From an optimization exercise on the open Yosys and OpenROAD flow, aimed at small area and a short achievable clock period; shortcuts taken in it are not production practice.
Function not checked in this run: the RTL went through the layout flow alone.
Power and IR drop assume default switching activity.

==> flow/design.v <==
package core_pkg;
  localparam int chan_w   = 8;
  localparam int rgb_w    = 24;
  localparam int bridge_w = 32;
  localparam int rtc_w    = 65;
  localparam logic [bridge_w-1:0] addr_reset_pulse   = 32'h0000_0050;
  localparam logic [bridge_w-1:0] addr_deadzone      = 32'h0000_010C;
  localparam logic [bridge_w-1:0] addr_square_pixels = 32'h0000_0200;
  localparam logic [bridge_w-1:0] addr_color_corr    = 32'h0000_0208;
  localparam logic [chan_w-1:0] stick_center = 8'd128;
  localparam logic [chan_w-1:0] percent_full = 8'd100;
  localparam logic [9:0] gain_r = 10'd234;
  localparam logic [9:0] gain_g = 10'd258;
  localparam logic [9:0] gain_b = 10'd304;
  typedef struct packed {
    logic [chan_w-1:0] r;
    logic [chan_w-1:0] g;
    logic [chan_w-1:0] b;
  } pixel_view_t;
  typedef struct packed {
    logic [8:0]  pad_hi;
    logic        slot_interlace_odd;
    logic        slot_square;
    logic [12:0] pad_lo;
  } slot_view_t;
  typedef union packed {
    pixel_view_t pixel;
    slot_view_t  slot;
  } video_word_u;
endpackage
module core_settings_regs #(
  parameter int reset_pulse_cycles = 1048576
) (
  input  logic                          clk_74a,
  input  logic                          pll_core_locked,
  input  logic                          bridge_wr,
  input  logic [core_pkg::bridge_w-1:0] bridge_addr,
  input  logic [core_pkg::bridge_w-1:0] bridge_wr_data,
  output logic                          core_reset,
  output logic [core_pkg::chan_w-1:0]   deadzone,
  output logic [core_pkg::chan_w-1:0]   strength,
  output logic                          square_pixels
);
  localparam logic [20:0] pulse_start = 21'h000001;
  localparam logic [20:0] pulse_last  = 21'h1ffc00;
  logic [20:0] pulse_lfsr;
  always_ff @(posedge clk_74a or negedge pll_core_locked) begin
    if (!pll_core_locked) begin
      pulse_lfsr <= '0;
    end else if (bridge_wr && bridge_addr == core_pkg::addr_reset_pulse) begin
      pulse_lfsr <= pulse_start;
    end else if (pulse_lfsr == pulse_last) begin
      pulse_lfsr <= '0;
    end else begin
      pulse_lfsr <= {pulse_lfsr[19:0], pulse_lfsr[20] ^ pulse_lfsr[18]};
    end
  end
  assign core_reset = !pll_core_locked || (pulse_lfsr != '0);
  logic [2:0] strength_g;
  logic [7:0] strength_raw;
  logic [7:0] strength_next;
  always_comb begin
    case (bridge_wr_data[6:0])
      7'd0: strength_g = 3'd0;
      7'd1: strength_g = 3'd0;
      7'd2: strength_g = 3'd0;
      7'd3: strength_g = 3'd0;
      7'd4: strength_g = 3'd0;
      7'd5: strength_g = 3'd0;
      7'd6: strength_g = 3'd0;
      7'd7: strength_g = 3'd0;
      7'd8: strength_g = 3'd0;
      7'd9: strength_g = 3'd0;
      7'd10: strength_g = 3'd0;
      7'd11: strength_g = 3'd1;
      7'd12: strength_g = 3'd0;
      7'd13: strength_g = 3'd1;
      7'd14: strength_g = 3'd0;
      7'd15: strength_g = 3'd1;
      7'd16: strength_g = 3'd0;
      7'd17: strength_g = 3'd1;
      7'd18: strength_g = 3'd0;
      7'd19: strength_g = 3'd1;
      7'd20: strength_g = 3'd1;
      7'd21: strength_g = 3'd1;
      7'd22: strength_g = 3'd1;
      7'd23: strength_g = 3'd1;
      7'd24: strength_g = 3'd1;
      7'd25: strength_g = 3'd1;
      7'd26: strength_g = 3'd1;
      7'd27: strength_g = 3'd1;
      7'd28: strength_g = 3'd1;
      7'd29: strength_g = 3'd1;
      7'd30: strength_g = 3'd1;
      7'd31: strength_g = 3'd2;
      7'd32: strength_g = 3'd1;
      7'd33: strength_g = 3'd2;
      7'd34: strength_g = 3'd1;
      7'd35: strength_g = 3'd2;
      7'd36: strength_g = 3'd1;
      7'd37: strength_g = 3'd2;
      7'd38: strength_g = 3'd1;
      7'd39: strength_g = 3'd2;
      7'd40: strength_g = 3'd2;
      7'd41: strength_g = 3'd2;
      7'd42: strength_g = 3'd2;
      7'd43: strength_g = 3'd2;
      7'd44: strength_g = 3'd2;
      7'd45: strength_g = 3'd2;
      7'd46: strength_g = 3'd2;
      7'd47: strength_g = 3'd2;
      7'd48: strength_g = 3'd2;
      7'd49: strength_g = 3'd2;
      7'd50: strength_g = 3'd2;
      7'd51: strength_g = 3'd3;
      7'd52: strength_g = 3'd2;
      7'd53: strength_g = 3'd3;
      7'd54: strength_g = 3'd2;
      7'd55: strength_g = 3'd3;
      7'd56: strength_g = 3'd2;
      7'd57: strength_g = 3'd3;
      7'd58: strength_g = 3'd2;
      7'd59: strength_g = 3'd3;
      7'd60: strength_g = 3'd3;
      7'd61: strength_g = 3'd3;
      7'd62: strength_g = 3'd3;
      7'd63: strength_g = 3'd3;
      7'd64: strength_g = 3'd3;
      7'd65: strength_g = 3'd3;
      7'd66: strength_g = 3'd3;
      7'd67: strength_g = 3'd3;
      7'd68: strength_g = 3'd3;
      7'd69: strength_g = 3'd3;
      7'd70: strength_g = 3'd3;
      7'd71: strength_g = 3'd4;
      7'd72: strength_g = 3'd3;
      7'd73: strength_g = 3'd4;
      7'd74: strength_g = 3'd3;
      7'd75: strength_g = 3'd4;
      7'd76: strength_g = 3'd3;
      7'd77: strength_g = 3'd4;
      7'd78: strength_g = 3'd3;
      7'd79: strength_g = 3'd4;
      7'd80: strength_g = 3'd4;
      7'd81: strength_g = 3'd4;
      7'd82: strength_g = 3'd4;
      7'd83: strength_g = 3'd4;
      7'd84: strength_g = 3'd4;
      7'd85: strength_g = 3'd4;
      7'd86: strength_g = 3'd4;
      7'd87: strength_g = 3'd4;
      7'd88: strength_g = 3'd4;
      7'd89: strength_g = 3'd4;
      7'd90: strength_g = 3'd4;
      7'd91: strength_g = 3'd5;
      7'd92: strength_g = 3'd4;
      7'd93: strength_g = 3'd5;
      7'd94: strength_g = 3'd4;
      7'd95: strength_g = 3'd5;
      7'd96: strength_g = 3'd4;
      7'd97: strength_g = 3'd5;
      7'd98: strength_g = 3'd4;
      7'd99: strength_g = 3'd5;
      7'd100: strength_g = 3'd5;
      7'd101: strength_g = 3'd5;
      7'd102: strength_g = 3'd5;
      7'd103: strength_g = 3'd5;
      7'd104: strength_g = 3'd5;
      7'd105: strength_g = 3'd5;
      7'd106: strength_g = 3'd5;
      7'd107: strength_g = 3'd5;
      7'd108: strength_g = 3'd5;
      7'd109: strength_g = 3'd5;
      7'd110: strength_g = 3'd5;
      7'd111: strength_g = 3'd6;
      7'd112: strength_g = 3'd5;
      7'd113: strength_g = 3'd6;
      7'd114: strength_g = 3'd5;
      7'd115: strength_g = 3'd6;
      7'd116: strength_g = 3'd5;
      7'd117: strength_g = 3'd6;
      7'd118: strength_g = 3'd5;
      7'd119: strength_g = 3'd6;
      7'd120: strength_g = 3'd6;
      7'd121: strength_g = 3'd6;
      7'd122: strength_g = 3'd6;
      7'd123: strength_g = 3'd6;
      7'd124: strength_g = 3'd6;
      7'd125: strength_g = 3'd6;
      7'd126: strength_g = 3'd6;
      7'd127: strength_g = 3'd6;
    endcase
  end
  assign strength_raw  = {bridge_wr_data[6:0], 1'b0} + {2'b0, bridge_wr_data[6:1]} + {5'b0, strength_g};
  assign strength_next = strength_raw | {8{bridge_wr_data[7:0] >= 8'd100}};
  always_ff @(posedge clk_74a or negedge pll_core_locked) begin
    if (!pll_core_locked) begin
      deadzone      <= '0;
      strength      <= '0;
      square_pixels <= 1'b0;
    end else if (bridge_wr) begin
      case (bridge_addr)
        core_pkg::addr_deadzone: begin
          deadzone <= bridge_wr_data[core_pkg::chan_w-1:0];
        end
        core_pkg::addr_color_corr: begin
          strength <= strength_next;
        end
        core_pkg::addr_square_pixels: begin
          square_pixels <= bridge_wr_data[0];
        end
        default: begin
        end
      endcase
    end
  end
endmodule
module stick_deadzone (
  input  logic                        clk_74a,
  input  logic                        pll_core_locked,
  input  logic [core_pkg::chan_w-1:0] joy_x,
  input  logic [core_pkg::chan_w-1:0] joy_y,
  input  logic [core_pkg::chan_w-1:0] deadzone,
  output logic [core_pkg::chan_w-1:0] stick_x,
  output logic [core_pkg::chan_w-1:0] stick_y
);
  logic [6:0] ux;
  logic [6:0] uy;
  logic [7:0] sum_s;
  logic [7:0] sum_c;
  logic [8:0] total;
  logic       ny;
  logic       outside;
  assign ux = joy_x[6:0] ^ {7{~joy_x[7]}};
  assign uy = joy_y[6:0] ^ {7{~joy_y[7]}};
  assign sum_s = {~deadzone[7], ux ^ uy ^ ~deadzone[6:0]};
  assign sum_c = {(ux & uy) | (ux & ~deadzone[6:0]) | (uy & ~deadzone[6:0]), ~joy_x[7]};
  assign ny    = ~joy_y[7];
  assign total = 9'(sum_s) + 9'(sum_c) + 9'(ny);
  assign outside = total[8];
  always_ff @(posedge clk_74a or negedge pll_core_locked) begin
    if (!pll_core_locked) begin
      stick_x <= core_pkg::stick_center;
      stick_y <= core_pkg::stick_center;
    end else begin
      stick_x <= outside ? joy_x : core_pkg::stick_center;
      stick_y <= outside ? joy_y : core_pkg::stick_center;
    end
  end
endmodule
module color_correct (
  input  logic                        clk_74a,
  input  logic                        pll_core_locked,
  input  logic [core_pkg::rgb_w-1:0]  rgb_in,
  input  logic                        de_in,
  input  logic                        vs_in,
  input  logic [core_pkg::chan_w-1:0] snap_index,
  input  logic [core_pkg::chan_w-1:0] strength,
  input  logic                        square_pixels,
  output core_pkg::video_word_u       video_rgb,
  output logic                        video_de
);
  logic                  prev_vs;
  logic                  snap_even;
  logic [7:0]            out_g;
  core_pkg::video_word_u pix_word;
  core_pkg::video_word_u slot_word;
  cc_rb i_rb (
    .cr (rgb_in[23:16]),
    .cb (rgb_in[7:0]),
    .s  (strength),
    .or_(pix_word.pixel.r),
    .ob (pix_word.pixel.b)
  );
  assign out_g            = rgb_in[15:8] - 8'((rgb_in[15] ? strength : 8'd0) < rgb_in[15:8]);
  assign pix_word.pixel.g = out_g;
  always_comb begin
    slot_word.slot.pad_hi             = '0;
    slot_word.slot.slot_interlace_odd = snap_even;
    slot_word.slot.slot_square        = square_pixels;
    slot_word.slot.pad_lo             = '0;
  end
  always_ff @(posedge clk_74a or negedge pll_core_locked) begin
    if (!pll_core_locked) begin
      prev_vs   <= 1'b0;
      snap_even <= 1'b1;
      video_de  <= 1'b0;
      video_rgb <= '0;
    end else begin
      prev_vs  <= vs_in;
      video_de <= de_in;
      if (vs_in && !prev_vs) begin
        snap_even <= ~snap_index[0];
      end
      if (de_in) begin
        video_rgb <= pix_word;
      end else if (video_de) begin
        video_rgb <= slot_word;
      end
    end
  end
endmodule
module cc_rb (
  input  logic [7:0] cr,
  input  logic [7:0] cb,
  input  logic [7:0] s,
  output logic [7:0] or_,
  output logic [7:0] ob
);
  logic [4:0] r_e;
  always_comb begin
    case (cr[7:0])
      8'd0: r_e = 5'd0;
      8'd1: r_e = 5'd1;
      8'd2: r_e = 5'd1;
      8'd3: r_e = 5'd1;
      8'd4: r_e = 5'd1;
      8'd5: r_e = 5'd1;
      8'd6: r_e = 5'd1;
      8'd7: r_e = 5'd1;
      8'd8: r_e = 5'd1;
      8'd9: r_e = 5'd1;
      8'd10: r_e = 5'd1;
      8'd11: r_e = 5'd1;
      8'd12: r_e = 5'd2;
      8'd13: r_e = 5'd2;
      8'd14: r_e = 5'd2;
      8'd15: r_e = 5'd2;
      8'd16: r_e = 5'd2;
      8'd17: r_e = 5'd2;
      8'd18: r_e = 5'd2;
      8'd19: r_e = 5'd2;
      8'd20: r_e = 5'd2;
      8'd21: r_e = 5'd2;
      8'd22: r_e = 5'd2;
      8'd23: r_e = 5'd2;
      8'd24: r_e = 5'd3;
      8'd25: r_e = 5'd3;
      8'd26: r_e = 5'd3;
      8'd27: r_e = 5'd3;
      8'd28: r_e = 5'd3;
      8'd29: r_e = 5'd3;
      8'd30: r_e = 5'd3;
      8'd31: r_e = 5'd3;
      8'd32: r_e = 5'd3;
      8'd33: r_e = 5'd3;
      8'd34: r_e = 5'd3;
      8'd35: r_e = 5'd4;
      8'd36: r_e = 5'd4;
      8'd37: r_e = 5'd4;
      8'd38: r_e = 5'd4;
      8'd39: r_e = 5'd4;
      8'd40: r_e = 5'd4;
      8'd41: r_e = 5'd4;
      8'd42: r_e = 5'd4;
      8'd43: r_e = 5'd4;
      8'd44: r_e = 5'd4;
      8'd45: r_e = 5'd4;
      8'd46: r_e = 5'd4;
      8'd47: r_e = 5'd5;
      8'd48: r_e = 5'd5;
      8'd49: r_e = 5'd5;
      8'd50: r_e = 5'd5;
      8'd51: r_e = 5'd5;
      8'd52: r_e = 5'd5;
      8'd53: r_e = 5'd5;
      8'd54: r_e = 5'd5;
      8'd55: r_e = 5'd5;
      8'd56: r_e = 5'd5;
      8'd57: r_e = 5'd5;
      8'd58: r_e = 5'd5;
      8'd59: r_e = 5'd6;
      8'd60: r_e = 5'd6;
      8'd61: r_e = 5'd6;
      8'd62: r_e = 5'd6;
      8'd63: r_e = 5'd6;
      8'd64: r_e = 5'd6;
      8'd65: r_e = 5'd6;
      8'd66: r_e = 5'd6;
      8'd67: r_e = 5'd6;
      8'd68: r_e = 5'd6;
      8'd69: r_e = 5'd6;
      8'd70: r_e = 5'd7;
      8'd71: r_e = 5'd7;
      8'd72: r_e = 5'd7;
      8'd73: r_e = 5'd7;
      8'd74: r_e = 5'd7;
      8'd75: r_e = 5'd7;
      8'd76: r_e = 5'd7;
      8'd77: r_e = 5'd7;
      8'd78: r_e = 5'd7;
      8'd79: r_e = 5'd7;
      8'd80: r_e = 5'd7;
      8'd81: r_e = 5'd7;
      8'd82: r_e = 5'd8;
      8'd83: r_e = 5'd8;
      8'd84: r_e = 5'd8;
      8'd85: r_e = 5'd8;
      8'd86: r_e = 5'd8;
      8'd87: r_e = 5'd8;
      8'd88: r_e = 5'd8;
      8'd89: r_e = 5'd8;
      8'd90: r_e = 5'd8;
      8'd91: r_e = 5'd8;
      8'd92: r_e = 5'd8;
      8'd93: r_e = 5'd8;
      8'd94: r_e = 5'd9;
      8'd95: r_e = 5'd9;
      8'd96: r_e = 5'd9;
      8'd97: r_e = 5'd9;
      8'd98: r_e = 5'd9;
      8'd99: r_e = 5'd9;
      8'd100: r_e = 5'd9;
      8'd101: r_e = 5'd9;
      8'd102: r_e = 5'd9;
      8'd103: r_e = 5'd9;
      8'd104: r_e = 5'd9;
      8'd105: r_e = 5'd10;
      8'd106: r_e = 5'd10;
      8'd107: r_e = 5'd10;
      8'd108: r_e = 5'd10;
      8'd109: r_e = 5'd10;
      8'd110: r_e = 5'd10;
      8'd111: r_e = 5'd10;
      8'd112: r_e = 5'd10;
      8'd113: r_e = 5'd10;
      8'd114: r_e = 5'd10;
      8'd115: r_e = 5'd10;
      8'd116: r_e = 5'd10;
      8'd117: r_e = 5'd11;
      8'd118: r_e = 5'd11;
      8'd119: r_e = 5'd11;
      8'd120: r_e = 5'd11;
      8'd121: r_e = 5'd11;
      8'd122: r_e = 5'd11;
      8'd123: r_e = 5'd11;
      8'd124: r_e = 5'd11;
      8'd125: r_e = 5'd11;
      8'd126: r_e = 5'd11;
      8'd127: r_e = 5'd11;
      8'd128: r_e = 5'd11;
      8'd129: r_e = 5'd12;
      8'd130: r_e = 5'd12;
      8'd131: r_e = 5'd12;
      8'd132: r_e = 5'd12;
      8'd133: r_e = 5'd12;
      8'd134: r_e = 5'd12;
      8'd135: r_e = 5'd12;
      8'd136: r_e = 5'd12;
      8'd137: r_e = 5'd12;
      8'd138: r_e = 5'd12;
      8'd139: r_e = 5'd12;
      8'd140: r_e = 5'd13;
      8'd141: r_e = 5'd13;
      8'd142: r_e = 5'd13;
      8'd143: r_e = 5'd13;
      8'd144: r_e = 5'd13;
      8'd145: r_e = 5'd13;
      8'd146: r_e = 5'd13;
      8'd147: r_e = 5'd13;
      8'd148: r_e = 5'd13;
      8'd149: r_e = 5'd13;
      8'd150: r_e = 5'd13;
      8'd151: r_e = 5'd13;
      8'd152: r_e = 5'd14;
      8'd153: r_e = 5'd14;
      8'd154: r_e = 5'd14;
      8'd155: r_e = 5'd14;
      8'd156: r_e = 5'd14;
      8'd157: r_e = 5'd14;
      8'd158: r_e = 5'd14;
      8'd159: r_e = 5'd14;
      8'd160: r_e = 5'd14;
      8'd161: r_e = 5'd14;
      8'd162: r_e = 5'd14;
      8'd163: r_e = 5'd15;
      8'd164: r_e = 5'd15;
      8'd165: r_e = 5'd15;
      8'd166: r_e = 5'd15;
      8'd167: r_e = 5'd15;
      8'd168: r_e = 5'd15;
      8'd169: r_e = 5'd15;
      8'd170: r_e = 5'd15;
      8'd171: r_e = 5'd15;
      8'd172: r_e = 5'd15;
      8'd173: r_e = 5'd15;
      8'd174: r_e = 5'd15;
      8'd175: r_e = 5'd16;
      8'd176: r_e = 5'd16;
      8'd177: r_e = 5'd16;
      8'd178: r_e = 5'd16;
      8'd179: r_e = 5'd16;
      8'd180: r_e = 5'd16;
      8'd181: r_e = 5'd16;
      8'd182: r_e = 5'd16;
      8'd183: r_e = 5'd16;
      8'd184: r_e = 5'd16;
      8'd185: r_e = 5'd16;
      8'd186: r_e = 5'd16;
      8'd187: r_e = 5'd17;
      8'd188: r_e = 5'd17;
      8'd189: r_e = 5'd17;
      8'd190: r_e = 5'd17;
      8'd191: r_e = 5'd17;
      8'd192: r_e = 5'd17;
      8'd193: r_e = 5'd17;
      8'd194: r_e = 5'd17;
      8'd195: r_e = 5'd17;
      8'd196: r_e = 5'd17;
      8'd197: r_e = 5'd17;
      8'd198: r_e = 5'd18;
      8'd199: r_e = 5'd18;
      8'd200: r_e = 5'd18;
      8'd201: r_e = 5'd18;
      8'd202: r_e = 5'd18;
      8'd203: r_e = 5'd18;
      8'd204: r_e = 5'd18;
      8'd205: r_e = 5'd18;
      8'd206: r_e = 5'd18;
      8'd207: r_e = 5'd18;
      8'd208: r_e = 5'd18;
      8'd209: r_e = 5'd18;
      8'd210: r_e = 5'd19;
      8'd211: r_e = 5'd19;
      8'd212: r_e = 5'd19;
      8'd213: r_e = 5'd19;
      8'd214: r_e = 5'd19;
      8'd215: r_e = 5'd19;
      8'd216: r_e = 5'd19;
      8'd217: r_e = 5'd19;
      8'd218: r_e = 5'd19;
      8'd219: r_e = 5'd19;
      8'd220: r_e = 5'd19;
      8'd221: r_e = 5'd19;
      8'd222: r_e = 5'd20;
      8'd223: r_e = 5'd20;
      8'd224: r_e = 5'd20;
      8'd225: r_e = 5'd20;
      8'd226: r_e = 5'd20;
      8'd227: r_e = 5'd20;
      8'd228: r_e = 5'd20;
      8'd229: r_e = 5'd20;
      8'd230: r_e = 5'd20;
      8'd231: r_e = 5'd20;
      8'd232: r_e = 5'd20;
      8'd233: r_e = 5'd21;
      8'd234: r_e = 5'd21;
      8'd235: r_e = 5'd21;
      8'd236: r_e = 5'd21;
      8'd237: r_e = 5'd21;
      8'd238: r_e = 5'd21;
      8'd239: r_e = 5'd21;
      8'd240: r_e = 5'd21;
      8'd241: r_e = 5'd21;
      8'd242: r_e = 5'd21;
      8'd243: r_e = 5'd21;
      8'd244: r_e = 5'd21;
      8'd245: r_e = 5'd22;
      8'd246: r_e = 5'd22;
      8'd247: r_e = 5'd22;
      8'd248: r_e = 5'd22;
      8'd249: r_e = 5'd22;
      8'd250: r_e = 5'd22;
      8'd251: r_e = 5'd22;
      8'd252: r_e = 5'd22;
      8'd253: r_e = 5'd22;
      8'd254: r_e = 5'd22;
      8'd255: r_e = 5'd22;
      default: r_e = 5'd0;
    endcase
  end
  logic [5:0] b_d;
  always_comb begin
    case (cb[7:0])
      8'd0: b_d = 6'd0;
      8'd1: b_d = 6'd0;
      8'd2: b_d = 6'd0;
      8'd3: b_d = 6'd0;
      8'd4: b_d = 6'd0;
      8'd5: b_d = 6'd0;
      8'd6: b_d = 6'd1;
      8'd7: b_d = 6'd1;
      8'd8: b_d = 6'd1;
      8'd9: b_d = 6'd1;
      8'd10: b_d = 6'd1;
      8'd11: b_d = 6'd2;
      8'd12: b_d = 6'd2;
      8'd13: b_d = 6'd2;
      8'd14: b_d = 6'd2;
      8'd15: b_d = 6'd2;
      8'd16: b_d = 6'd3;
      8'd17: b_d = 6'd3;
      8'd18: b_d = 6'd3;
      8'd19: b_d = 6'd3;
      8'd20: b_d = 6'd3;
      8'd21: b_d = 6'd3;
      8'd22: b_d = 6'd4;
      8'd23: b_d = 6'd4;
      8'd24: b_d = 6'd4;
      8'd25: b_d = 6'd4;
      8'd26: b_d = 6'd4;
      8'd27: b_d = 6'd5;
      8'd28: b_d = 6'd5;
      8'd29: b_d = 6'd5;
      8'd30: b_d = 6'd5;
      8'd31: b_d = 6'd5;
      8'd32: b_d = 6'd6;
      8'd33: b_d = 6'd6;
      8'd34: b_d = 6'd6;
      8'd35: b_d = 6'd6;
      8'd36: b_d = 6'd6;
      8'd37: b_d = 6'd6;
      8'd38: b_d = 6'd7;
      8'd39: b_d = 6'd7;
      8'd40: b_d = 6'd7;
      8'd41: b_d = 6'd7;
      8'd42: b_d = 6'd7;
      8'd43: b_d = 6'd8;
      8'd44: b_d = 6'd8;
      8'd45: b_d = 6'd8;
      8'd46: b_d = 6'd8;
      8'd47: b_d = 6'd8;
      8'd48: b_d = 6'd9;
      8'd49: b_d = 6'd9;
      8'd50: b_d = 6'd9;
      8'd51: b_d = 6'd9;
      8'd52: b_d = 6'd9;
      8'd53: b_d = 6'd9;
      8'd54: b_d = 6'd10;
      8'd55: b_d = 6'd10;
      8'd56: b_d = 6'd10;
      8'd57: b_d = 6'd10;
      8'd58: b_d = 6'd10;
      8'd59: b_d = 6'd11;
      8'd60: b_d = 6'd11;
      8'd61: b_d = 6'd11;
      8'd62: b_d = 6'd11;
      8'd63: b_d = 6'd11;
      8'd64: b_d = 6'd12;
      8'd65: b_d = 6'd12;
      8'd66: b_d = 6'd12;
      8'd67: b_d = 6'd12;
      8'd68: b_d = 6'd12;
      8'd69: b_d = 6'd12;
      8'd70: b_d = 6'd13;
      8'd71: b_d = 6'd13;
      8'd72: b_d = 6'd13;
      8'd73: b_d = 6'd13;
      8'd74: b_d = 6'd13;
      8'd75: b_d = 6'd14;
      8'd76: b_d = 6'd14;
      8'd77: b_d = 6'd14;
      8'd78: b_d = 6'd14;
      8'd79: b_d = 6'd14;
      8'd80: b_d = 6'd15;
      8'd81: b_d = 6'd15;
      8'd82: b_d = 6'd15;
      8'd83: b_d = 6'd15;
      8'd84: b_d = 6'd15;
      8'd85: b_d = 6'd15;
      8'd86: b_d = 6'd16;
      8'd87: b_d = 6'd16;
      8'd88: b_d = 6'd16;
      8'd89: b_d = 6'd16;
      8'd90: b_d = 6'd16;
      8'd91: b_d = 6'd17;
      8'd92: b_d = 6'd17;
      8'd93: b_d = 6'd17;
      8'd94: b_d = 6'd17;
      8'd95: b_d = 6'd17;
      8'd96: b_d = 6'd18;
      8'd97: b_d = 6'd18;
      8'd98: b_d = 6'd18;
      8'd99: b_d = 6'd18;
      8'd100: b_d = 6'd18;
      8'd101: b_d = 6'd18;
      8'd102: b_d = 6'd19;
      8'd103: b_d = 6'd19;
      8'd104: b_d = 6'd19;
      8'd105: b_d = 6'd19;
      8'd106: b_d = 6'd19;
      8'd107: b_d = 6'd20;
      8'd108: b_d = 6'd20;
      8'd109: b_d = 6'd20;
      8'd110: b_d = 6'd20;
      8'd111: b_d = 6'd20;
      8'd112: b_d = 6'd21;
      8'd113: b_d = 6'd21;
      8'd114: b_d = 6'd21;
      8'd115: b_d = 6'd21;
      8'd116: b_d = 6'd21;
      8'd117: b_d = 6'd21;
      8'd118: b_d = 6'd22;
      8'd119: b_d = 6'd22;
      8'd120: b_d = 6'd22;
      8'd121: b_d = 6'd22;
      8'd122: b_d = 6'd22;
      8'd123: b_d = 6'd23;
      8'd124: b_d = 6'd23;
      8'd125: b_d = 6'd23;
      8'd126: b_d = 6'd23;
      8'd127: b_d = 6'd23;
      8'd128: b_d = 6'd24;
      8'd129: b_d = 6'd24;
      8'd130: b_d = 6'd24;
      8'd131: b_d = 6'd24;
      8'd132: b_d = 6'd24;
      8'd133: b_d = 6'd24;
      8'd134: b_d = 6'd25;
      8'd135: b_d = 6'd25;
      8'd136: b_d = 6'd25;
      8'd137: b_d = 6'd25;
      8'd138: b_d = 6'd25;
      8'd139: b_d = 6'd26;
      8'd140: b_d = 6'd26;
      8'd141: b_d = 6'd26;
      8'd142: b_d = 6'd26;
      8'd143: b_d = 6'd26;
      8'd144: b_d = 6'd27;
      8'd145: b_d = 6'd27;
      8'd146: b_d = 6'd27;
      8'd147: b_d = 6'd27;
      8'd148: b_d = 6'd27;
      8'd149: b_d = 6'd27;
      8'd150: b_d = 6'd28;
      8'd151: b_d = 6'd28;
      8'd152: b_d = 6'd28;
      8'd153: b_d = 6'd28;
      8'd154: b_d = 6'd28;
      8'd155: b_d = 6'd29;
      8'd156: b_d = 6'd29;
      8'd157: b_d = 6'd29;
      8'd158: b_d = 6'd29;
      8'd159: b_d = 6'd29;
      8'd160: b_d = 6'd30;
      8'd161: b_d = 6'd30;
      8'd162: b_d = 6'd30;
      8'd163: b_d = 6'd30;
      8'd164: b_d = 6'd30;
      8'd165: b_d = 6'd30;
      8'd166: b_d = 6'd31;
      8'd167: b_d = 6'd31;
      8'd168: b_d = 6'd31;
      8'd169: b_d = 6'd31;
      8'd170: b_d = 6'd31;
      8'd171: b_d = 6'd32;
      8'd172: b_d = 6'd32;
      8'd173: b_d = 6'd32;
      8'd174: b_d = 6'd32;
      8'd175: b_d = 6'd32;
      8'd176: b_d = 6'd33;
      8'd177: b_d = 6'd33;
      8'd178: b_d = 6'd33;
      8'd179: b_d = 6'd33;
      8'd180: b_d = 6'd33;
      8'd181: b_d = 6'd33;
      8'd182: b_d = 6'd34;
      8'd183: b_d = 6'd34;
      8'd184: b_d = 6'd34;
      8'd185: b_d = 6'd34;
      8'd186: b_d = 6'd34;
      8'd187: b_d = 6'd35;
      8'd188: b_d = 6'd35;
      8'd189: b_d = 6'd35;
      8'd190: b_d = 6'd35;
      8'd191: b_d = 6'd35;
      8'd192: b_d = 6'd36;
      8'd193: b_d = 6'd36;
      8'd194: b_d = 6'd36;
      8'd195: b_d = 6'd36;
      8'd196: b_d = 6'd36;
      8'd197: b_d = 6'd36;
      8'd198: b_d = 6'd37;
      8'd199: b_d = 6'd37;
      8'd200: b_d = 6'd37;
      8'd201: b_d = 6'd37;
      8'd202: b_d = 6'd37;
      8'd203: b_d = 6'd38;
      8'd204: b_d = 6'd38;
      8'd205: b_d = 6'd38;
      8'd206: b_d = 6'd38;
      8'd207: b_d = 6'd38;
      8'd208: b_d = 6'd39;
      8'd209: b_d = 6'd39;
      8'd210: b_d = 6'd39;
      8'd211: b_d = 6'd39;
      8'd212: b_d = 6'd39;
      8'd213: b_d = 6'd39;
      8'd214: b_d = 6'd40;
      8'd215: b_d = 6'd40;
      8'd216: b_d = 6'd40;
      8'd217: b_d = 6'd40;
      8'd218: b_d = 6'd40;
      8'd219: b_d = 6'd41;
      8'd220: b_d = 6'd41;
      8'd221: b_d = 6'd41;
      8'd222: b_d = 6'd41;
      8'd223: b_d = 6'd41;
      8'd224: b_d = 6'd42;
      8'd225: b_d = 6'd42;
      8'd226: b_d = 6'd42;
      8'd227: b_d = 6'd42;
      8'd228: b_d = 6'd42;
      8'd229: b_d = 6'd42;
      8'd230: b_d = 6'd43;
      8'd231: b_d = 6'd43;
      8'd232: b_d = 6'd43;
      8'd233: b_d = 6'd43;
      8'd234: b_d = 6'd43;
      8'd235: b_d = 6'd44;
      8'd236: b_d = 6'd44;
      8'd237: b_d = 6'd44;
      8'd238: b_d = 6'd44;
      8'd239: b_d = 6'd44;
      8'd240: b_d = 6'd45;
      8'd241: b_d = 6'd45;
      8'd242: b_d = 6'd45;
      8'd243: b_d = 6'd45;
      8'd244: b_d = 6'd45;
      8'd245: b_d = 6'd45;
      8'd246: b_d = 6'd46;
      8'd247: b_d = 6'd46;
      8'd248: b_d = 6'd46;
      8'd249: b_d = 6'd46;
      8'd250: b_d = 6'd46;
      8'd251: b_d = 6'd47;
      8'd252: b_d = 6'd47;
      8'd253: b_d = 6'd47;
      8'd254: b_d = 6'd47;
      8'd255: b_d = 6'd47;
      default: b_d = 6'd0;
    endcase
  end
  wire r_0 = ~cr[5] ^ ~(s[5] & r_e[0]);
  wire r_1 = ~cr[5] & ~(s[5] & r_e[0]);
  wire r_2 = ~cr[6] ^ ~(s[6] & r_e[0]);
  wire r_3 = ~cr[6] & ~(s[6] & r_e[0]);
  wire r_4 = ~cr[7] ^ ~(s[7] & r_e[0]);
  wire r_5 = ~cr[7] & ~(s[7] & r_e[0]);
  wire r_6 = ~cr[3] ^ ~(s[3] & r_e[0]);
  wire r_7 = ~cr[3] & ~(s[3] & r_e[0]);
  wire r_8 = ~cr[4] ^ ~(s[4] & r_e[0]) ^ ~(s[3] & r_e[1]);
  wire r_9 = (~cr[4] & ~(s[4] & r_e[0])) | (~cr[4] & ~(s[3] & r_e[1])) | (~(s[4] & r_e[0]) & ~(s[3] & r_e[1]));
  wire r_10 = ~(s[2] & r_e[2]) ^ ~(s[1] & r_e[3]);
  wire r_11 = ~(s[2] & r_e[2]) & ~(s[1] & r_e[3]);
  wire r_12 = r_0 ^ ~(s[4] & r_e[1]) ^ ~(s[3] & r_e[2]);
  wire r_13 = (r_0 & ~(s[4] & r_e[1])) | (r_0 & ~(s[3] & r_e[2])) | (~(s[4] & r_e[1]) & ~(s[3] & r_e[2]));
  wire r_14 = ~(s[2] & r_e[3]) ^ ~(s[1] & r_e[4]) ^ 1'b1;
  wire r_15 = (~(s[2] & r_e[3]) & ~(s[1] & r_e[4])) | (~(s[2] & r_e[3]) & 1'b1) | (~(s[1] & r_e[4]) & 1'b1);
  wire r_16 = r_1 ^ r_2 ^ ~(s[5] & r_e[1]);
  wire r_17 = (r_1 & r_2) | (r_1 & ~(s[5] & r_e[1])) | (r_2 & ~(s[5] & r_e[1]));
  wire r_18 = ~(s[4] & r_e[2]) ^ ~(s[3] & r_e[3]) ^ ~(s[2] & r_e[4]);
  wire r_19 = (~(s[4] & r_e[2]) & ~(s[3] & r_e[3])) | (~(s[4] & r_e[2]) & ~(s[2] & r_e[4])) | (~(s[3] & r_e[3]) & ~(s[2] & r_e[4]));
  wire r_20 = r_3 ^ r_4 ^ ~(s[6] & r_e[1]);
  wire r_21 = (r_3 & r_4) | (r_3 & ~(s[6] & r_e[1])) | (r_4 & ~(s[6] & r_e[1]));
  wire r_22 = ~(s[5] & r_e[2]) ^ ~(s[4] & r_e[3]) ^ ~(s[3] & r_e[4]);
  wire r_23 = (~(s[5] & r_e[2]) & ~(s[4] & r_e[3])) | (~(s[5] & r_e[2]) & ~(s[3] & r_e[4])) | (~(s[4] & r_e[3]) & ~(s[3] & r_e[4]));
  wire r_24 = r_5 ^ cr[0] ^ ~(s[7] & r_e[1]);
  wire r_25 = (r_5 & cr[0]) | (r_5 & ~(s[7] & r_e[1])) | (cr[0] & ~(s[7] & r_e[1]));
  wire r_26 = ~(s[6] & r_e[2]) ^ ~(s[5] & r_e[3]) ^ ~(s[4] & r_e[4]);
  wire r_27 = (~(s[6] & r_e[2]) & ~(s[5] & r_e[3])) | (~(s[6] & r_e[2]) & ~(s[4] & r_e[4])) | (~(s[5] & r_e[3]) & ~(s[4] & r_e[4]));
  wire r_28 = cr[1] ^ ~(s[7] & r_e[2]) ^ ~(s[6] & r_e[3]);
  wire r_29 = (cr[1] & ~(s[7] & r_e[2])) | (cr[1] & ~(s[6] & r_e[3])) | (~(s[7] & r_e[2]) & ~(s[6] & r_e[3]));
  wire r_30 = ~cr[2] ^ ~(s[2] & r_e[0]);
  wire r_31 = ~cr[2] & ~(s[2] & r_e[0]);
  wire r_32 = r_6 ^ ~(s[2] & r_e[1]) ^ ~(s[1] & r_e[2]);
  wire r_33 = (r_6 & ~(s[2] & r_e[1])) | (r_6 & ~(s[1] & r_e[2])) | (~(s[2] & r_e[1]) & ~(s[1] & r_e[2]));
  wire r_34 = r_7 ^ r_8 ^ r_10;
  wire r_35 = (r_7 & r_8) | (r_7 & r_10) | (r_8 & r_10);
  wire r_36 = r_9 ^ r_11 ^ r_12;
  wire r_37 = (r_9 & r_11) | (r_9 & r_12) | (r_11 & r_12);
  wire r_38 = r_13 ^ r_15 ^ r_16;
  wire r_39 = (r_13 & r_15) | (r_13 & r_16) | (r_15 & r_16);
  wire r_40 = r_17 ^ r_19 ^ r_20;
  wire r_41 = (r_17 & r_19) | (r_17 & r_20) | (r_19 & r_20);
  wire r_42 = r_21 ^ r_23 ^ r_24;
  wire r_43 = (r_21 & r_23) | (r_21 & r_24) | (r_23 & r_24);
  wire r_44 = r_25 ^ r_27 ^ r_28;
  wire r_45 = (r_25 & r_27) | (r_25 & r_28) | (r_27 & r_28);
  wire r_46 = r_29 ^ cr[2] ^ ~(s[7] & r_e[3]);
  wire r_47 = (r_29 & cr[2]) | (r_29 & ~(s[7] & r_e[3])) | (cr[2] & ~(s[7] & r_e[3]));
  wire r_48 = ~cr[1] ^ ~(s[1] & r_e[0]);
  wire r_49 = ~cr[1] & ~(s[1] & r_e[0]);
  wire r_50 = r_30 ^ ~(s[1] & r_e[1]) ^ ~(s[0] & r_e[2]);
  wire r_51 = (r_30 & ~(s[1] & r_e[1])) | (r_30 & ~(s[0] & r_e[2])) | (~(s[1] & r_e[1]) & ~(s[0] & r_e[2]));
  wire r_52 = r_31 ^ r_32 ^ ~(s[0] & r_e[3]);
  wire r_53 = (r_31 & r_32) | (r_31 & ~(s[0] & r_e[3])) | (r_32 & ~(s[0] & r_e[3]));
  wire r_54 = r_33 ^ r_34 ^ ~(s[0] & r_e[4]);
  wire r_55 = (r_33 & r_34) | (r_33 & ~(s[0] & r_e[4])) | (r_34 & ~(s[0] & r_e[4]));
  wire r_56 = r_35 ^ r_36 ^ r_14;
  wire r_57 = (r_35 & r_36) | (r_35 & r_14) | (r_36 & r_14);
  wire r_58 = r_37 ^ r_38 ^ r_18;
  wire r_59 = (r_37 & r_38) | (r_37 & r_18) | (r_38 & r_18);
  wire r_60 = r_39 ^ r_40 ^ r_22;
  wire r_61 = (r_39 & r_40) | (r_39 & r_22) | (r_40 & r_22);
  wire r_62 = r_41 ^ r_42 ^ r_26;
  wire r_63 = (r_41 & r_42) | (r_41 & r_26) | (r_42 & r_26);
  wire r_64 = r_43 ^ r_44 ^ ~(s[5] & r_e[4]);
  wire r_65 = (r_43 & r_44) | (r_43 & ~(s[5] & r_e[4])) | (r_44 & ~(s[5] & r_e[4]));
  wire r_66 = r_45 ^ r_46 ^ ~(s[6] & r_e[4]);
  wire r_67 = (r_45 & r_46) | (r_45 & ~(s[6] & r_e[4])) | (r_46 & ~(s[6] & r_e[4]));
  wire r_68 = r_47 ^ cr[3] ^ ~(s[7] & r_e[4]);
  wire r_69 = (r_47 & cr[3]) | (r_47 & ~(s[7] & r_e[4])) | (cr[3] & ~(s[7] & r_e[4]));
  wire [15:0] r_sum = {cr[7], cr[6], cr[5], r_69, r_67, r_65, r_63, r_61, r_59, r_57, r_55, r_53, r_51, r_49, r_48, ~cr[0]} + {1'b1, 1'b1, 1'b1, cr[4], r_68, r_66, r_64, r_62, r_60, r_58, r_56, r_54, r_52, r_50, ~(s[0] & r_e[1]), ~(s[0] & r_e[0])};
  assign or_ = r_sum[15:8];
  wire b_0 = ~cb[5] ^ (s[5] & b_d[0]);
  wire b_1 = ~cb[5] & (s[5] & b_d[0]);
  wire b_2 = ~cb[6] ^ (s[6] & b_d[0]) ^ (s[5] & b_d[1]);
  wire b_3 = (~cb[6] & (s[6] & b_d[0])) | (~cb[6] & (s[5] & b_d[1])) | ((s[6] & b_d[0]) & (s[5] & b_d[1]));
  wire b_4 = ~cb[7] ^ (s[7] & b_d[0]) ^ (s[6] & b_d[1]);
  wire b_5 = (~cb[7] & (s[7] & b_d[0])) | (~cb[7] & (s[6] & b_d[1])) | ((s[7] & b_d[0]) & (s[6] & b_d[1]));
  wire b_6 = cb[0] ^ (s[7] & b_d[1]) ^ (s[6] & b_d[2]);
  wire b_7 = (cb[0] & (s[7] & b_d[1])) | (cb[0] & (s[6] & b_d[2])) | ((s[7] & b_d[1]) & (s[6] & b_d[2]));
  wire b_8 = cb[1] ^ (s[7] & b_d[2]);
  wire b_9 = cb[1] & (s[7] & b_d[2]);
  wire b_10 = ~cb[3] ^ (s[3] & b_d[0]);
  wire b_11 = ~cb[3] & (s[3] & b_d[0]);
  wire b_12 = ~cb[4] ^ (s[4] & b_d[0]) ^ (s[3] & b_d[1]);
  wire b_13 = (~cb[4] & (s[4] & b_d[0])) | (~cb[4] & (s[3] & b_d[1])) | ((s[4] & b_d[0]) & (s[3] & b_d[1]));
  wire b_14 = (s[2] & b_d[2]) ^ (s[1] & b_d[3]);
  wire b_15 = (s[2] & b_d[2]) & (s[1] & b_d[3]);
  wire b_16 = b_0 ^ (s[4] & b_d[1]) ^ (s[3] & b_d[2]);
  wire b_17 = (b_0 & (s[4] & b_d[1])) | (b_0 & (s[3] & b_d[2])) | ((s[4] & b_d[1]) & (s[3] & b_d[2]));
  wire b_18 = (s[2] & b_d[3]) ^ (s[1] & b_d[4]) ^ (s[0] & b_d[5]);
  wire b_19 = ((s[2] & b_d[3]) & (s[1] & b_d[4])) | ((s[2] & b_d[3]) & (s[0] & b_d[5])) | ((s[1] & b_d[4]) & (s[0] & b_d[5]));
  wire b_20 = b_1 ^ b_2 ^ (s[4] & b_d[2]);
  wire b_21 = (b_1 & b_2) | (b_1 & (s[4] & b_d[2])) | (b_2 & (s[4] & b_d[2]));
  wire b_22 = (s[3] & b_d[3]) ^ (s[2] & b_d[4]) ^ (s[1] & b_d[5]);
  wire b_23 = ((s[3] & b_d[3]) & (s[2] & b_d[4])) | ((s[3] & b_d[3]) & (s[1] & b_d[5])) | ((s[2] & b_d[4]) & (s[1] & b_d[5]));
  wire b_24 = b_3 ^ b_4 ^ (s[5] & b_d[2]);
  wire b_25 = (b_3 & b_4) | (b_3 & (s[5] & b_d[2])) | (b_4 & (s[5] & b_d[2]));
  wire b_26 = (s[4] & b_d[3]) ^ (s[3] & b_d[4]) ^ (s[2] & b_d[5]);
  wire b_27 = ((s[4] & b_d[3]) & (s[3] & b_d[4])) | ((s[4] & b_d[3]) & (s[2] & b_d[5])) | ((s[3] & b_d[4]) & (s[2] & b_d[5]));
  wire b_28 = b_5 ^ b_6 ^ (s[5] & b_d[3]);
  wire b_29 = (b_5 & b_6) | (b_5 & (s[5] & b_d[3])) | (b_6 & (s[5] & b_d[3]));
  wire b_30 = (s[4] & b_d[4]) ^ (s[3] & b_d[5]) ^ 1'b1;
  wire b_31 = ((s[4] & b_d[4]) & (s[3] & b_d[5])) | ((s[4] & b_d[4]) & 1'b1) | ((s[3] & b_d[5]) & 1'b1);
  wire b_32 = b_7 ^ b_8 ^ (s[6] & b_d[3]);
  wire b_33 = (b_7 & b_8) | (b_7 & (s[6] & b_d[3])) | (b_8 & (s[6] & b_d[3]));
  wire b_34 = (s[5] & b_d[4]) ^ (s[4] & b_d[5]) ^ 1'b1;
  wire b_35 = ((s[5] & b_d[4]) & (s[4] & b_d[5])) | ((s[5] & b_d[4]) & 1'b1) | ((s[4] & b_d[5]) & 1'b1);
  wire b_36 = b_9 ^ cb[2] ^ (s[7] & b_d[3]);
  wire b_37 = (b_9 & cb[2]) | (b_9 & (s[7] & b_d[3])) | (cb[2] & (s[7] & b_d[3]));
  wire b_38 = (s[6] & b_d[4]) ^ (s[5] & b_d[5]) ^ 1'b1;
  wire b_39 = ((s[6] & b_d[4]) & (s[5] & b_d[5])) | ((s[6] & b_d[4]) & 1'b1) | ((s[5] & b_d[5]) & 1'b1);
  wire b_40 = cb[3] ^ (s[7] & b_d[4]) ^ (s[6] & b_d[5]);
  wire b_41 = (cb[3] & (s[7] & b_d[4])) | (cb[3] & (s[6] & b_d[5])) | ((s[7] & b_d[4]) & (s[6] & b_d[5]));
  wire b_42 = ~cb[2] ^ (s[2] & b_d[0]);
  wire b_43 = ~cb[2] & (s[2] & b_d[0]);
  wire b_44 = b_10 ^ (s[2] & b_d[1]) ^ (s[1] & b_d[2]);
  wire b_45 = (b_10 & (s[2] & b_d[1])) | (b_10 & (s[1] & b_d[2])) | ((s[2] & b_d[1]) & (s[1] & b_d[2]));
  wire b_46 = b_11 ^ b_12 ^ b_14;
  wire b_47 = (b_11 & b_12) | (b_11 & b_14) | (b_12 & b_14);
  wire b_48 = b_13 ^ b_15 ^ b_16;
  wire b_49 = (b_13 & b_15) | (b_13 & b_16) | (b_15 & b_16);
  wire b_50 = b_17 ^ b_19 ^ b_20;
  wire b_51 = (b_17 & b_19) | (b_17 & b_20) | (b_19 & b_20);
  wire b_52 = b_21 ^ b_23 ^ b_24;
  wire b_53 = (b_21 & b_23) | (b_21 & b_24) | (b_23 & b_24);
  wire b_54 = b_25 ^ b_27 ^ b_28;
  wire b_55 = (b_25 & b_27) | (b_25 & b_28) | (b_27 & b_28);
  wire b_56 = b_29 ^ b_31 ^ b_32;
  wire b_57 = (b_29 & b_31) | (b_29 & b_32) | (b_31 & b_32);
  wire b_58 = b_33 ^ b_35 ^ b_36;
  wire b_59 = (b_33 & b_35) | (b_33 & b_36) | (b_35 & b_36);
  wire b_60 = b_37 ^ b_39 ^ b_40;
  wire b_61 = (b_37 & b_39) | (b_37 & b_40) | (b_39 & b_40);
  wire b_62 = b_41 ^ cb[4] ^ (s[7] & b_d[5]);
  wire b_63 = (b_41 & cb[4]) | (b_41 & (s[7] & b_d[5])) | (cb[4] & (s[7] & b_d[5]));
  wire b_64 = ~cb[0] ^ (s[0] & b_d[0]);
  wire b_65 = ~cb[0] & (s[0] & b_d[0]);
  wire b_66 = ~cb[1] ^ (s[1] & b_d[0]) ^ (s[0] & b_d[1]);
  wire b_67 = (~cb[1] & (s[1] & b_d[0])) | (~cb[1] & (s[0] & b_d[1])) | ((s[1] & b_d[0]) & (s[0] & b_d[1]));
  wire b_68 = b_42 ^ (s[1] & b_d[1]) ^ (s[0] & b_d[2]);
  wire b_69 = (b_42 & (s[1] & b_d[1])) | (b_42 & (s[0] & b_d[2])) | ((s[1] & b_d[1]) & (s[0] & b_d[2]));
  wire b_70 = b_43 ^ b_44 ^ (s[0] & b_d[3]);
  wire b_71 = (b_43 & b_44) | (b_43 & (s[0] & b_d[3])) | (b_44 & (s[0] & b_d[3]));
  wire b_72 = b_45 ^ b_46 ^ (s[0] & b_d[4]);
  wire b_73 = (b_45 & b_46) | (b_45 & (s[0] & b_d[4])) | (b_46 & (s[0] & b_d[4]));
  wire b_74 = b_47 ^ b_48 ^ b_18;
  wire b_75 = (b_47 & b_48) | (b_47 & b_18) | (b_48 & b_18);
  wire b_76 = b_49 ^ b_50 ^ b_22;
  wire b_77 = (b_49 & b_50) | (b_49 & b_22) | (b_50 & b_22);
  wire b_78 = b_51 ^ b_52 ^ b_26;
  wire b_79 = (b_51 & b_52) | (b_51 & b_26) | (b_52 & b_26);
  wire b_80 = b_53 ^ b_54 ^ b_30;
  wire b_81 = (b_53 & b_54) | (b_53 & b_30) | (b_54 & b_30);
  wire b_82 = b_55 ^ b_56 ^ b_34;
  wire b_83 = (b_55 & b_56) | (b_55 & b_34) | (b_56 & b_34);
  wire b_84 = b_57 ^ b_58 ^ b_38;
  wire b_85 = (b_57 & b_58) | (b_57 & b_38) | (b_58 & b_38);
  wire b_86 = b_59 ^ b_60 ^ 1'b1;
  wire b_87 = (b_59 & b_60) | (b_59 & 1'b1) | (b_60 & 1'b1);
  wire b_88 = b_61 ^ b_62 ^ 1'b1;
  wire b_89 = (b_61 & b_62) | (b_61 & 1'b1) | (b_62 & 1'b1);
  wire b_90 = b_63 ^ cb[5] ^ 1'b1;
  wire b_91 = (b_63 & cb[5]) | (b_63 & 1'b1) | (cb[5] & 1'b1);
  wire b_92 = cb[6] ^ 1'b1;
  wire b_93 = cb[6] & 1'b1;
  wire b_94 = cb[7] ^ 1'b1;
  wire b_95 = cb[7] & 1'b1;
  wire [16:0] b_sum = {b_95, b_93, b_91, b_89, b_87, b_85, b_83, b_81, b_79, b_77, b_75, b_73, b_71, b_69, b_67, b_65, b_64} + {1'b1, b_94, b_92, b_90, b_88, b_86, b_84, b_82, b_80, b_78, b_76, b_74, b_72, b_70, b_68, b_66, 1'b1};
  assign ob = b_sum[16] ? 8'd255 : b_sum[15:8];
endmodule
module rtc_packer (
  input  logic                          clk_74a,
  input  logic                          pll_core_locked,
  input  logic [core_pkg::bridge_w-1:0] rtc_date,
  input  logic [core_pkg::bridge_w-1:0] rtc_time,
  output logic [core_pkg::rtc_w-1:0]    rtc_word
);
  logic [core_pkg::bridge_w-1:0] prev_time;
  logic                          rtc_changed;
  always_ff @(posedge clk_74a or negedge pll_core_locked) begin
    if (!pll_core_locked) begin
      prev_time   <= '0;
      rtc_changed <= 1'b0;
    end else begin
      prev_time   <= rtc_time;
      rtc_changed <= rtc_changed ^ (rtc_time != prev_time);
    end
  end
  assign rtc_word = {
    rtc_changed,
    8'h00,
    8'h01,
    rtc_date[23:16],
    rtc_date[15:8],
    rtc_date[7:0],
    rtc_time[23:16],
    rtc_time[15:8],
    rtc_time[7:0]
  };
endmodule
module core_top #(
  parameter int reset_pulse_cycles = 1048576
) (
  input  logic                          clk_74a,
  input  logic                          pll_core_locked,
  input  logic [core_pkg::bridge_w-1:0] bridge_addr,
  input  logic                          bridge_wr,
  input  logic [core_pkg::bridge_w-1:0] bridge_wr_data,
  input  logic [31:0]                   cont1_joy,
  input  logic [core_pkg::bridge_w-1:0] rtc_date,
  input  logic [core_pkg::bridge_w-1:0] rtc_time,
  input  logic [core_pkg::rgb_w-1:0]    rgb_in,
  input  logic                          de_in,
  input  logic                          vs_in,
  input  logic [core_pkg::chan_w-1:0]   snap_index,
  output logic                          core_reset,
  output logic [core_pkg::chan_w-1:0]   stick_x,
  output logic [core_pkg::chan_w-1:0]   stick_y,
  output logic [23:0]                   video_rgb,
  output logic                          video_de,
  output logic [core_pkg::rtc_w-1:0]    rtc_word
);
  logic [core_pkg::chan_w-1:0] deadzone;
  logic [core_pkg::chan_w-1:0] strength;
  logic                        square_pixels;
  core_settings_regs #(
    .reset_pulse_cycles(reset_pulse_cycles)
  ) i_settings (
    .clk_74a        (clk_74a),
    .pll_core_locked(pll_core_locked),
    .bridge_wr      (bridge_wr),
    .bridge_addr    (bridge_addr),
    .bridge_wr_data (bridge_wr_data),
    .core_reset     (core_reset),
    .deadzone       (deadzone),
    .strength       (strength),
    .square_pixels  (square_pixels)
  );
  stick_deadzone i_stick (
    .clk_74a        (clk_74a),
    .pll_core_locked(pll_core_locked),
    .joy_x          (cont1_joy[7:0]),
    .joy_y          (cont1_joy[15:8]),
    .deadzone       (deadzone),
    .stick_x        (stick_x),
    .stick_y        (stick_y)
  );
  color_correct i_color (
    .clk_74a        (clk_74a),
    .pll_core_locked(pll_core_locked),
    .rgb_in         (rgb_in),
    .de_in          (de_in),
    .vs_in          (vs_in),
    .snap_index     (snap_index),
    .strength       (strength),
    .square_pixels  (square_pixels),
    .video_rgb      (video_rgb),
    .video_de       (video_de)
  );
  rtc_packer i_rtc (
    .clk_74a        (clk_74a),
    .pll_core_locked(pll_core_locked),
    .rtc_date       (rtc_date),
    .rtc_time       (rtc_time),
    .rtc_word       (rtc_word)
  );
endmodule
==> flow/flow/run.sh <==
#!/bin/bash
# The standard layout (standard.sh), with three changes to how it is made:
# - the ports get the smallest buffer (buf_1) instead of the delay buffer
#   buffer_ports picks by itself;
# - timing repair aims for 10 ns of setup slack, well beyond the 18 ns
#   constraint, so that it shortens the critical paths;
# - clock tree synthesis uses clkbuf_8 and no dummy loads.
# The constraints (constraint.sdc) and everything else are the standard flow's.
set -o pipefail
export BUFFER_PORTS_ARGS="-buffer_cell sky130_fd_sc_hd__buf_1"
export SETUP_SLACK_MARGIN=10.0
export CTS_ARGS="-sink_clustering_enable -repair_clock_nets -buf_list sky130_fd_sc_hd__clkbuf_8 -dont_use_dummy_load"
bash standard.sh 2>&1 | tee standard.log
==> flow/standard.sh <==
#!/bin/bash
# synth_recipe.tcl (not shown) runs the flow's synth.tcl, then flattens the netlist and writes it again
# the make line also repeats each setting of config.mk as NAME=value (left out here)
make -C /OpenROAD-flow-scripts/flow DESIGN_CONFIG=/design/flow/config.mk WORK_HOME=/design/flow/orfs CLKGATE_MAP_FILE= SYNTH_SCRIPT=/design/flow/synth_recipe.tcl "${@:-finish}"
==> flow/config.mk <==
export PLATFORM = sky130hd
export DESIGN_NAME = core_top
export DESIGN_NICKNAME = core_top
export VERILOG_FILES = /design/flow/design.v
export SDC_FILE = /design/flow/constraint.sdc
export NUM_CORES = 4
export LEC_CHECK = 0
export CAP_MARGIN = 20
export CORE_MARGIN = 2
export CORE_UTILIZATION = 40
export SLEW_MARGIN = 20
==> flow/constraint.sdc <==
create_clock -name core_clock -period 18.0 [get_ports {clk_74a}]
set_input_delay 3.6000 -clock core_clock [delete_from_list [all_inputs] [get_ports {clk_74a}]]
set_output_delay 3.6000 -clock core_clock [all_outputs]
set_load 0.01 [all_outputs]
==> results.sh <==
export IMPL_synth_edf_count=0
export IMPL_cts_made_buffers=17
export IMPL_first_pass_iters=5
export IMPL_crit_fanout=4
export IMPL_setup_tns_ps=0
export IMPL_fillCellCount=2380
export IMPL_min_period_over_period_pct=46.03
export IMPL_finalCriticalPeriod_ps=8286
export IMPL_fmax_mhz=120.7
export IMPL_yosysSeqAreaShare_pct=28.88
export IMPL_cts_hold_buf=0
export IMPL_layout_common_cells="buf_1, inv_1, dfrtp_1"
export IMPL_fp_dieW_um=161.2
export IMPL_clkTransAtPathRegs_ps=60
export IMPL_p_leak_nw=5.069
export IMPL_cap_violations=0
export IMPL_synth_top_area_share_pct=28.09
export IMPL_yosysWarnings=5
export IMPL_hold_viol=0
export IMPL_ir_worst_vdd_mv=0.03738
export IMPL_start_kind="input pin"
export IMPL_utilization_pct=46.55
export IMPL_clk_latency_ps=420
export IMPL_slowest_delay_ps=530
export IMPL_wl_per_cell_um=15.38
export IMPL_slowest_stage="fa_1"
export IMPL_ys_ff_latch=114
export IMPL_post_route_cell_area_mm2=0.01132
export IMPL_start_util_pct=40.66
export IMPL_synthArstFlopShare_pct=100.0
export IMPL_ioPinCount=304
export IMPL_cts_sinks=114
export IMPL_endpoint_kind="flip-flop"
export IMPL_cp_cell_sequence="buf_12 > inv_12 > o21ai_4 > nor2_1 > a21o_1 > xnor2_4 > nand2_2 > fa_2 > fa_1 > inv_2 > fa_1 > inv_2 > fa_1 > inv_1 > ha_2 > a2111oi_4 > o21ai_2 > a31oi_4 > o21bai_4 > o211a_1 > or4_1 > a31o_1"
export IMPL_synth_cell_types=76
export IMPL_grt_pass1_vias=7815
export IMPL_slew_viol_final=0
export IMPL_dr_first_iter_drc_count=275
export IMPL_worst_pin_slew_ps=982.3
export IMPL_antenna_left=0
export IMPL_grt_overflow=0
export IMPL_tritoncts="done"
export IMPL_numPortBuffers=184
export IMPL_coreArea_mm2=0.02432
export IMPL_syn_area_mm2=0.009889
export IMPL_synth_area_leader_cell="dfrtp_1"
export IMPL_p_total_mw=0.6399
export IMPL_post_route_drc_count=0
export IMPL_cp_buffers_inverters=5
export IMPL_antenna_found_initial=3
export IMPL_rsz0062_at_grt="yes"
export IMPL_clk_path_buf_depth=2
export IMPL_grt_usage_pct=18.76
export IMPL_final_setup_viol_count=0
export IMPL_relSlewSlack_pct=34.27
export IMPL_place_congestion=0.8088
export IMPL_syn_to_final_growth_pct=14.46
export IMPL_fin_nets=1534
export IMPL_syn_avg_cell_area_um2=9.428
export IMPL_clockRootBuffer="clkbuf_8"
export IMPL_path_class="input pin to flip-flop"
export IMPL_hold_path_class="flip-flop to flip-flop"
export IMPL_dr_total_vias=7574
export IMPL_die_h_um=161.2
export IMPL_grt_max_degree=64
export IMPL_synth_area_leaders="dfrtp_1, fa_1, ha_1"
export IMPL_layout_cells_most_common="buf_1"
export IMPL_rows=57
export IMPL_critPathTopFamily="adder cells"
export IMPL_cts_htree_levels=4
export IMPL_ys_flop_type="dfrtp_1"
export IMPL_fin_worst_skew_ps=24.70
export IMPL_power_density_mw_per_mm2=56.53
export IMPL_worst_ep_arrival_time_ps=8600
export IMPL_hpwl_um=18030
export IMPL_post_route_cells_drive_above_1_share_pct=11.26
export IMPL_wl_um=23350
export IMPL_vias_per_cell=4.989
export IMPL_status="complete, no violations"
export IMPL_grt_pass1_wl_um=39050
export IMPL_dieArea_mm2=0.02600
export IMPL_dpl_cell_area_mm2=0.01052
export IMPL_whs_ps=474.6
export IMPL_syn_inst=1049
export IMPL_crit_top_cell="fa_1"
export IMPL_crit_required_ps=18310
tightest hold or removal path, delay by kind of cell (launching register included):
family	cells	cell delay [ps]
DFF	1	330
and+or+nand+nor	1	40
AOI/OAI and AO/OA	1	60
synthesized netlist by cell type (all sizes together) (3+ instances only):
master,count
mux2i,4
dfrtp,111
dfstp,3
fa,71
and3,6
o211ai,6
a211oi,3
nor2,31
a21o,11
o22ai,4
nor3,8
nand3,13
or4,5
a221o,7
o21a,18
a211o,6
clkbuf,24
o2111ai,3
nor2b,20
o32ai,3
xor2,37
a2111oi,3
nand2b,8
inv,130
xnor2,39
buf,78
and2,53
o21bai,3
nor3b,3
o31ai,4
o21ai,42
nand4,11
nand2,105
nor4,20
a21oi,41
o22a,3
ha,74
or3,3
a31oi,11
logic make-up after synthesis:
| group | share of synthesized area (%) |
|---|---|
| xor+xnor | 6.731 |
| compound gates | 13.01 |
| other cells | 0.07594 |
| fa+ha+maj | 23.84 |
| mux | 0.6326 |
| flops | 28.88 |
| buf+inv | 11.65 |
| simple gates | 15.18 |
per-stage QoR:
step | setup slack, ps | std cells
6_report | 9714 | 1518
5_1_grt | 9522 | 1514
4_1_cts | 9733 | 1507
3_5_place_dp | 8520 | 1473
3_3_place_gp | 8532 | 1473
2_1_floorplan | 9666 | 1063
registers in the layout (all words and copies together), names as in the netlist:
signal / count
i_color.video_rgb: 24
i_settings.deadzone: 8
i_stick.stick_y: 8
i_settings.square_pixels: 1
i_color.prev_vs: 1
i_settings.strength: 8
i_stick.stick_x: 8
i_settings.pulse_lfsr: 21
i_rtc.rtc_changed: 1
i_rtc.prev_time: 32
i_color.snap_even: 1
i_color.video_de: 1
area by class of cell:
class | instances | area [µm²] | share of cell area [%]
Sequential cell | 114 | 2856 | 25.23
Timing Repair Buffer | 212 | 1055 | 9.318
Antenna cell | 4 | 10.01 | 0.08843
Inverter | 131 | 510.5 | 4.510
Clock buffer | 17 | 234.0 | 2.067
Multi-Input combinational cell | 716 | 6248 | 55.20
Tap cell | 324 | 405.4 | 3.581
layer usage:
layer	GRT usage (%)	wire length, µm
met1	24.65	10520
met4	4.708	221
met2	30.88	11220
met3	5.085	1377
met5	0	13
path summary, 6_finish.rpt:
check	from	cells after the start	slack [ps]	end
worst min-delay path	i_color.video_rgb[12]$_DFFE_PN0P_	2	470	i_color.video_rgb[12]$_DFFE_PN0P_
worst min register to register	i_color.video_rgb[12]$_DFFE_PN0P_	2	470	i_color.video_rgb[12]$_DFFE_PN0P_
min in group asynchronous	pll_core_locked	1	3030	i_settings.deadzone[1]$_DFFE_PN0P_
worst max register to register	i_settings.strength[6]$_DFFE_PN0P_	16	12960	i_color.video_rgb[7]$_DFFE_PN0P_
worst max-delay path	rgb_in[1]	22	9710	i_color.video_rgb[7]$_DFFE_PN0P_
max in group asynchronous	pll_core_locked	2	13950	i_stick.stick_y[2]$_DFF_PN0_
power by group:
group | switching (mW) | internal [mW] | leakage [nW]
combinational | 0.113 | 0.0807 | 3.54
clock | 0.0851 | 0.0825 | 0.122
sequential | 0.00734 | 0.271 | 1.41
total | 0.206 | 0.434 | 5.07
timing repair:
| item | CTS | global route |
|---|---|---|
| setup buffers | 16 | 7 |
| gates resized for setup | 62 | 29 |
| gates cloned | 1 | 0 |
| pin swaps | 23 | 14 |
| setup endpoints to repair | 17 | 16 |

[port drivers added, routing unchanged]
Ports are ideal in the flow. The routed layout listed here was re-timed in OpenROAD. Step 1 sets driving cells, clkbuf_16 on the clock port and buf_2 on the other inputs (assumed; they add their load-dependent delay and slew). Step 2 times the ports against the registers' clock, not the clock port: input delays grow and output delays shrink by t, the midpoint of the rising clock arrivals with the driver on. Slacks: no drivers / after step 1 / after step 2; pairs: no drivers / after step 1.
t, ns: 0.444
setup slack, ns: 9.714 / 9.678 / 9.234
hold slack, ns: 0.475 / 0.475 / 0.475
After both steps setup and hold are still met in this run. The setup slack of this run moves by -0.036 ns with the drivers and by -0.480 ns with both steps.
